What follows belongs to an exercise in optimizing a design on an open flow for small area and a short achievable clock period; a production flow would make more cautious choices.
The RTL of this run was laid out without a check of its function.
No activity file was given, so power comes from the tool's default toggle rates.

--- flow/design.v ---
`default_nettype none
package fetch_pkg;
	typedef enum logic [1:0] {
		bus_none  = 2'h0,
		bus_load  = 2'h1,
		bus_store = 2'h2
	} mem_command_t;
	typedef struct packed {
		logic             valid;  
		logic [32-1:0] inst;   
		logic [32-1:0] pc;     
		logic [32-1:0] npc;    
	} if_id_packet_t;
	typedef struct packed {
		logic             valid;       
		logic             prediction;  
		logic [32-1:0] target_pc;
	} btb_lookup_t;
	typedef struct packed {
		logic             valid;
		logic [32-1:0] pc;
		logic             taken;
		logic [32-1:0] target_pc;
	} btb_update_t;
	typedef struct packed {
		logic             valid;
		logic [32-1:0] pc;
	} fetch_btb_t;
	typedef struct packed {
		logic             valid;  
		logic [32-1:0] addr;   
	} mem_request_t;
	typedef struct packed {
		logic                   valid;  
		logic [64-1:0] data;   
	} mem_response_t;
endpackage
`default_nettype wire
`timescale 1ns/1ps
`default_nettype none
module fetch_unit (
	input  logic                   clock,
	input  logic                   reset,
	input  logic                   squash,
	input  logic [32-1:0]       rt_npc,
	input  logic [1:0]             dmem_command,
	input  logic                   btb_update_valid,
	input  logic [32-1:0]       btb_update_pc,
	input  logic                   btb_update_taken,
	input  logic [32-1:0]       btb_update_target,
	input  logic                   mem_response_valid,
	input  logic [64-1:0] mem_response_data,
	input  logic                   decode_pop,
	output logic                        mem_request_valid,
	output logic [32-1:0]            mem_request_addr,
	output logic                        decode_valid,
	output logic [32-1:0]            decode_inst,
	output logic [32-1:0]            decode_pc,
	output logic [32-1:0]            decode_npc
);
	logic [31:0] pc;
	logic        line_valid [32];
	logic [23:0] line_tag   [32];
	logic [63:0] line_data  [32];
	logic        refill_wait;
	logic        req_valid;
	logic [31:3] req_addr;
	logic        btb_valid  [16];
	logic [25:0] btb_tag    [16];
	logic [31:0] btb_target [16];
	logic [1:0]  btb_count  [16];
	logic [31:0] q_inst [4];
	logic [31:0] q_pc   [4];
	logic [1:0]  head;
	logic [1:0]  tail;
	logic [2:0]  count;
	logic [4:0]  ic_idx;
	logic        ic_hit;
	logic [63:0] ic_block;
	logic [31:0] inst;
	assign ic_idx   = pc[7:3];
	assign ic_hit   = line_valid[ic_idx] && (line_tag[ic_idx] == pc[31:8]);
	assign ic_block = line_data[ic_idx];
	assign inst     = pc[2] ? ic_block[63:32] : ic_block[31:0];
	logic [3:0]  bt_idx;
	logic        take_pred;
	logic [31:0] npc;
	assign bt_idx    = pc[5:2];
	assign take_pred = btb_valid[bt_idx] && (btb_tag[bt_idx] == pc[31:6]) && btb_count[bt_idx][1];
	assign npc       = take_pred ? btb_target[bt_idx] : pc + 32'd4;
	logic full;
	logic fetch_ok;
	assign full     = count[2];
	assign fetch_ok = (dmem_command == 2'b00) && !full && ic_hit;
	always_ff @(posedge clock) begin
		if (reset) begin
			pc <= '0;
		end else if (squash) begin
			pc <= rt_npc;
		end else if (fetch_ok) begin
			pc <= npc;
		end
	end
	logic [4:0] fill_idx;
	logic       fill;
	assign fill_idx = req_addr[7:3];
	assign fill     = refill_wait && mem_response_valid;
	always_ff @(posedge clock) begin
		if (reset) begin
			refill_wait <= 1'b0;
			req_valid   <= 1'b0;
		end else begin
			req_valid <= !refill_wait && !ic_hit;
			if (!refill_wait) begin
				refill_wait <= !ic_hit;
			end else if (mem_response_valid) begin
				refill_wait <= 1'b0;
			end
		end
	end
	always_ff @(posedge clock) begin
		if (!refill_wait && !ic_hit) begin
			req_addr <= pc[31:3];
		end
	end
	always_ff @(posedge clock) begin
		if (reset) begin
			for (int i = 0; i < 32; i++) line_valid[i] <= 1'b0;
		end else if (fill) begin
			line_valid[fill_idx] <= 1'b1;
		end
	end
	always_ff @(posedge clock) begin
		if (fill) begin
			line_tag[fill_idx]  <= req_addr[31:8];
			line_data[fill_idx] <= mem_response_data;
		end
	end
	assign mem_request_valid = req_valid;
	assign mem_request_addr  = {req_addr, 3'b000};
	logic [3:0]  wr_idx;
	logic [25:0] wr_tag;
	logic        wr_hit;
	assign wr_idx = btb_update_pc[5:2];
	assign wr_tag = btb_update_pc[31:6];
	assign wr_hit = btb_valid[wr_idx] && (btb_tag[wr_idx] == wr_tag);
	always_ff @(posedge clock) begin
		if (reset) begin
			for (int i = 0; i < 16; i++) btb_valid[i] <= 1'b0;
		end else if (btb_update_valid && !wr_hit && btb_update_taken) begin
			btb_valid[wr_idx] <= 1'b1;
		end
	end
	always_ff @(posedge clock) begin
		if (btb_update_valid) begin
			if (wr_hit) begin
				if (btb_update_taken) begin
					if (btb_count[wr_idx] != 2'b11) btb_count[wr_idx] <= btb_count[wr_idx] + 2'b01;
					btb_target[wr_idx] <= btb_update_target;
				end else if (btb_count[wr_idx] != 2'b00) begin
					btb_count[wr_idx] <= btb_count[wr_idx] - 2'b01;
				end
			end else if (btb_update_taken) begin
				btb_tag[wr_idx]    <= wr_tag;
				btb_target[wr_idx] <= btb_update_target;
				btb_count[wr_idx]  <= 2'b10;
			end
		end
	end
	logic do_pop;
	assign do_pop = decode_pop && (count != 3'd0);
	always_ff @(posedge clock) begin
		if (reset || squash) begin
			head  <= '0;
			tail  <= '0;
			count <= '0;
		end else begin
			if (fetch_ok) tail <= tail + 2'd1;
			if (do_pop)   head <= head + 2'd1;
			if (fetch_ok && !do_pop)      count <= count + 3'd1;
			else if (do_pop && !fetch_ok) count <= count - 3'd1;
		end
	end
	always_ff @(posedge clock) begin
		if (!full) begin
			q_inst[tail] <= inst;
			q_pc[tail]   <= pc;
		end
	end
	logic [1:0] head_nx;
	assign head_nx = head + 2'd1;
	assign decode_valid = (count != 3'd0);
	assign decode_inst  = q_inst[head];
	assign decode_pc    = q_pc[head];
	assign decode_npc   = (count == 3'd1) ? pc : q_pc[head_nx];
endmodule
`default_nettype wire
--- flow/run.sh ---
#!/bin/bash
# synth_recipe.tcl (not shown) runs the flow's synth.tcl, then flattens the netlist and writes it again
# the make line also repeats each setting of config.mk as NAME=value (left out here)
make -C /OpenROAD-flow-scripts/flow DESIGN_CONFIG=/design/flow/config.mk WORK_HOME=/design/flow/orfs CLKGATE_MAP_FILE= SYNTH_SCRIPT=/design/flow/synth_recipe.tcl finish
--- flow/config.mk ---
export PLATFORM = sky130hd
export DESIGN_NAME = fetch_unit
export DESIGN_NICKNAME = fetch_unit
export VERILOG_FILES = /design/flow/design.v
export SDC_FILE = /design/flow/constraint.sdc
export NUM_CORES = 4
export LEC_CHECK = 0
export CAP_MARGIN = 20
export CORE_MARGIN = 2
export CORE_UTILIZATION = 55
export SETUP_SLACK_MARGIN = 2.0
export SLEW_MARGIN = 20
--- flow/constraint.sdc ---
create_clock -name core_clock -period 6.0 [get_ports {clock}]
set_input_delay 1.2000 -clock core_clock [delete_from_list [all_inputs] [get_ports {clock}]]
set_output_delay 1.2000 -clock core_clock [all_outputs]
set_load 0.01 [all_outputs]
==> out/results.ini <==
[timing]
tightest_slew_ns=1.153
max_freq_ghz=0.2371
finalSetupTns_ns=0
fin_crit_sh_pct=70.29
finalClockSkew_ns=0.04456
slew_viol_final=0
finalSetupViolCount=0
finalWorstPathRequiredPeriod_ns=4.218
rsz0062_at_grt=yes
slew_headroom_pct=23.14
final_hold_viol_count=0

[die]
ios=299
die_area_um2=303600
die_y_um=551.0
core_area_um2=297300
die_w_um=551.0
core.rowCount=200
start_util_pct=55.35

[outcome]
outcome=finished clean

[clock_tree]
cts_buffers=421
clock_path_buffers=4
cts.sinks=4158
cts_tree=built
htree_levels=5
hold_buffers=0
root_buffer=clkbuf_16
clkTransAtPathRegs_ns=0.06
clk_latency_ns=0.97

[yosys]
synthTopCellsByArea=edfxtp_1, mux4_2, dfxtp_1
synth_edf_count=4061
yosysMostFrequentCell=edfxtp_1
yosysTopAreaCellShare_pct=74.11
yosysSeqAreaShare_pct=75.29
async_flop_share_pct=0
avgSynthCellArea_um2=22.84
synth_top_area_cell=edfxtp_1
ys_seq_elements=4158
synth-main-ff-cell=edfxtp_1
syn-cell-area_um2=164600
synthDistinctLibCells=79
yosysWarnings=1
synthCells=7206
synth_common_cells=edfxtp_1, mux4_2, nor2_1, clkbuf_1, mux2i_1

[placed_design]
gp_congestion=0.8522
hpwl_um=240200
dp.cells=11316
portBuffers=293

[critical_path]
worst_ep_required_time_ns=6.82
critPathKind=flop to flop
start_kind=flop
crit_path_end_kind=flop
reg2reg_depth=14
worst-path-max-fanout=24
arrival_ns=5.04

[global_routing]
antenna_found_initial=55
grt_max_degree=141
first_global_vias=82924
grt_overflow=0
grt_pass1_wl_um=644900
grt_use_total_pct=30.73

[route]
drtAntennaViolNets=0
dr.pass1.iters=5
drt-total-wl_um=465200
num_vias=83192
drc=0
wl_per_cell_um=37.77
viasPerCell=6.754
drt_iter0_markers=10793

[flow_run]
drv_cap=0

[finish]
seqCellArea_um2=123900
n_fill_cell=19809
multi_input_area_um2=39930
layout.cells.non_filler=12318
drive_gt1_share_pct=31.96
nNetsFinal=8152
area_growth_pct=16.24

[pwr]
pwr-share-seq_pct=51.6
combPwrFrac_pct=7.6
switchingPower_mw=13.71
power.leakage_nw=59.89
cellPowerDensity_nw_per_um2=328.4
vdd_ir_drop_max_v=0.0002831
swShare_pct=21.82
p_int_mw=49.11
clkPwrFrac_pct=40.8

[hold_path]
hold_class=flop to flop
worstHoldPathCells=2

[cells in the final DEF, fill, tap and decap left out, types with 32 or more instances in the layout]
cell type / n
edfxtp_1: 4061
mux2_2: 65
mux2i_1: 168
o21ai_0: 42
nand4_1: 38
nor2_1: 165
nor2_4: 52
clkbuf_16: 442
buf_12: 104
clkinv_2: 84
dlygate4sd2_1: 73
buf_4: 281
dfxtp_1: 80
nand2_1: 122
xnor2_1: 63
buf_6: 39
diode_2: 55
clkbuf_1: 94
bufinv_16: 32
nand3_1: 42
a22oi_1: 42
xor2_1: 32
clkdlybuf4s50_1: 190
mux4_2: 1301
clkinv_1: 95
[worst paths after layout]
| check | startpoint | end | slack, ns |
|---|---|---|---|
| setup / recovery | flop | pc[1]$_SDFFE_PP0P_ | 1.78 |
| hold / removal | line_valid[20]$_DFF_P_ | line_valid[20]$_DFF_P_ | 0.47 |
| setup reg to reg | flop | pc[1]$_SDFFE_PP0P_ | 1.78 |
| hold reg to reg | line_valid[20]$_DFF_P_ | line_valid[20]$_DFF_P_ | 0.47 |
[final cells by class]
type | instances | area share, %
multi-input combinational | 2605 | 20.88
sequential | 4158 | 64.80
clock inverter | 232 | 1.043
inverter | 18 | 0.05560
tap | 3939 | 2.577
clock buffer | 542 | 5.975
antenna | 55 | 0.07195
timing repair buffer | 769 | 4.606
[worst max-delay path, stage by stage, from the launching register on]
cell and delay (ns):
dfxtp_4 0.40, buf_4 0.21, buf_4 0.18, nor2_2 0.32, buf_4 0.28, a22oi_1 0.11
and3_1 0.22, nor4_4 0.46, xnor2_2 0.16, nor4_2 0.38, nand4b_1 0.14, buf_4 0.20
buf_6 0.20, or4_1 0.56, o211a_1 0.24
[cell families (layout without fill, tap and decap cells)]
logic type | after synthesis | count (layout) | synth area share (%)
AO/OA/AOI/OAI | 299 | 299 | 1.328
multiplexers | 1569 | 1569 | 19.64
XOR/XNOR | 110 | 110 | 0.5855
buffers and inverters | 447 | 1561 | 1.266
flip-flops | 4158 | 4158 | 75.29
other | 1 | 58 | 0.002279
AND/OR/NAND/NOR | 612 | 614 | 1.812
adder cells (fa/ha/maj) | 10 | 10 | 0.07604
[timing repair]
item                                    4_1_cts  5_1_grt
setup buffers                               109       39
gates cloned                                 20        5
hold endpoints to repair                      0        0
endpoints found under the setup margin      803      438
gates resized for setup                     286      114
pin swaps                                    41       19
[power by group through the flow]
stage	sequential (mW)	combinational (mW)	clock, mW
floorplan	33.0	2.59	0
finish	32.4	4.74	25.6
global route	32.4	4.99	27.1
global placement	33.1	4.31	0
CTS	32.4	4.67	26.0
detailed placement	33.1	4.37	0
[flip-flops by register name, summed over array words and instances, names as in the netlist, 29 cells and up, named ones only]
signal	cells
req_addr	29
q_inst	128
btb_count	32
line_data	2048
btb_target	512
btb_tag	416
pc	32
line_valid	32
line_tag	768
q_pc	128
[per-stage QoR]
stage | power (mW) | cell area [um^2] | util (%) | worst slack (ns) | hold slack, ns
final | 62.82 | 191300 | 64.34 | 1.782 | 0.4657
after global routing | 64.54 | 191200 | 64.33 | 1.714 | 0.4812
after CTS | 63.11 | 190200 | 63.98 | 1.799 | 0.4715
after detailed placement | 37.49 | 174300 | 58.64 | 0.2923 | 0.4577
after global placement | 37.40 | 174300 | 58.62 | 0.2896 | 0.4409
after floorplan | 35.60 | 164900 | - | 1.401 | 0.4316
[per-layer routing]
| metal | track usage, % | wire length [um] |
|---|---|---|
| met4 | 8.861 | 13160 |
| met2 | 47.57 | 222500 |
| met1 | 46.09 | 189600 |
| met3 | 4.874 | 39820 |
| met5 | 0 | 149 |

[re-timing with driven ports]
The results above use ideal ports. As a check the final layout listed here was re-extracted and re-timed, cells and wires unchanged. Step 1 (the two cells are an assumption about what drives the block):
set clk [get_ports {clock}]
set_driving_cell -lib_cell sky130_fd_sc_hd__clkbuf_16 $clk
set_driving_cell -lib_cell sky130_fd_sc_hd__buf_2 [delete_from_list [all_inputs] $clk]
Step 2 also shifts input and output timing later by t, the mid clock arrival at the registers, as if the neighbouring blocks saw the same clock. Three values: no drivers, after step 1, after step 2; two values: the first two.
shift t [ns]: 1.055
setup slack, ns: 1.782 / 1.782 / 0.941
worst hold slack (ns): 0.466 / 0.466 / 0.466
latest minus earliest clock arrival (ns): 0.053 / 0.054
slew at the worst register clock pin (ns): 0.07 / 0.07
After both steps setup and hold are still met in this run. For this run, drivers alone change the setup slack by 0.000 ns; drivers and shift together by -0.841 ns.
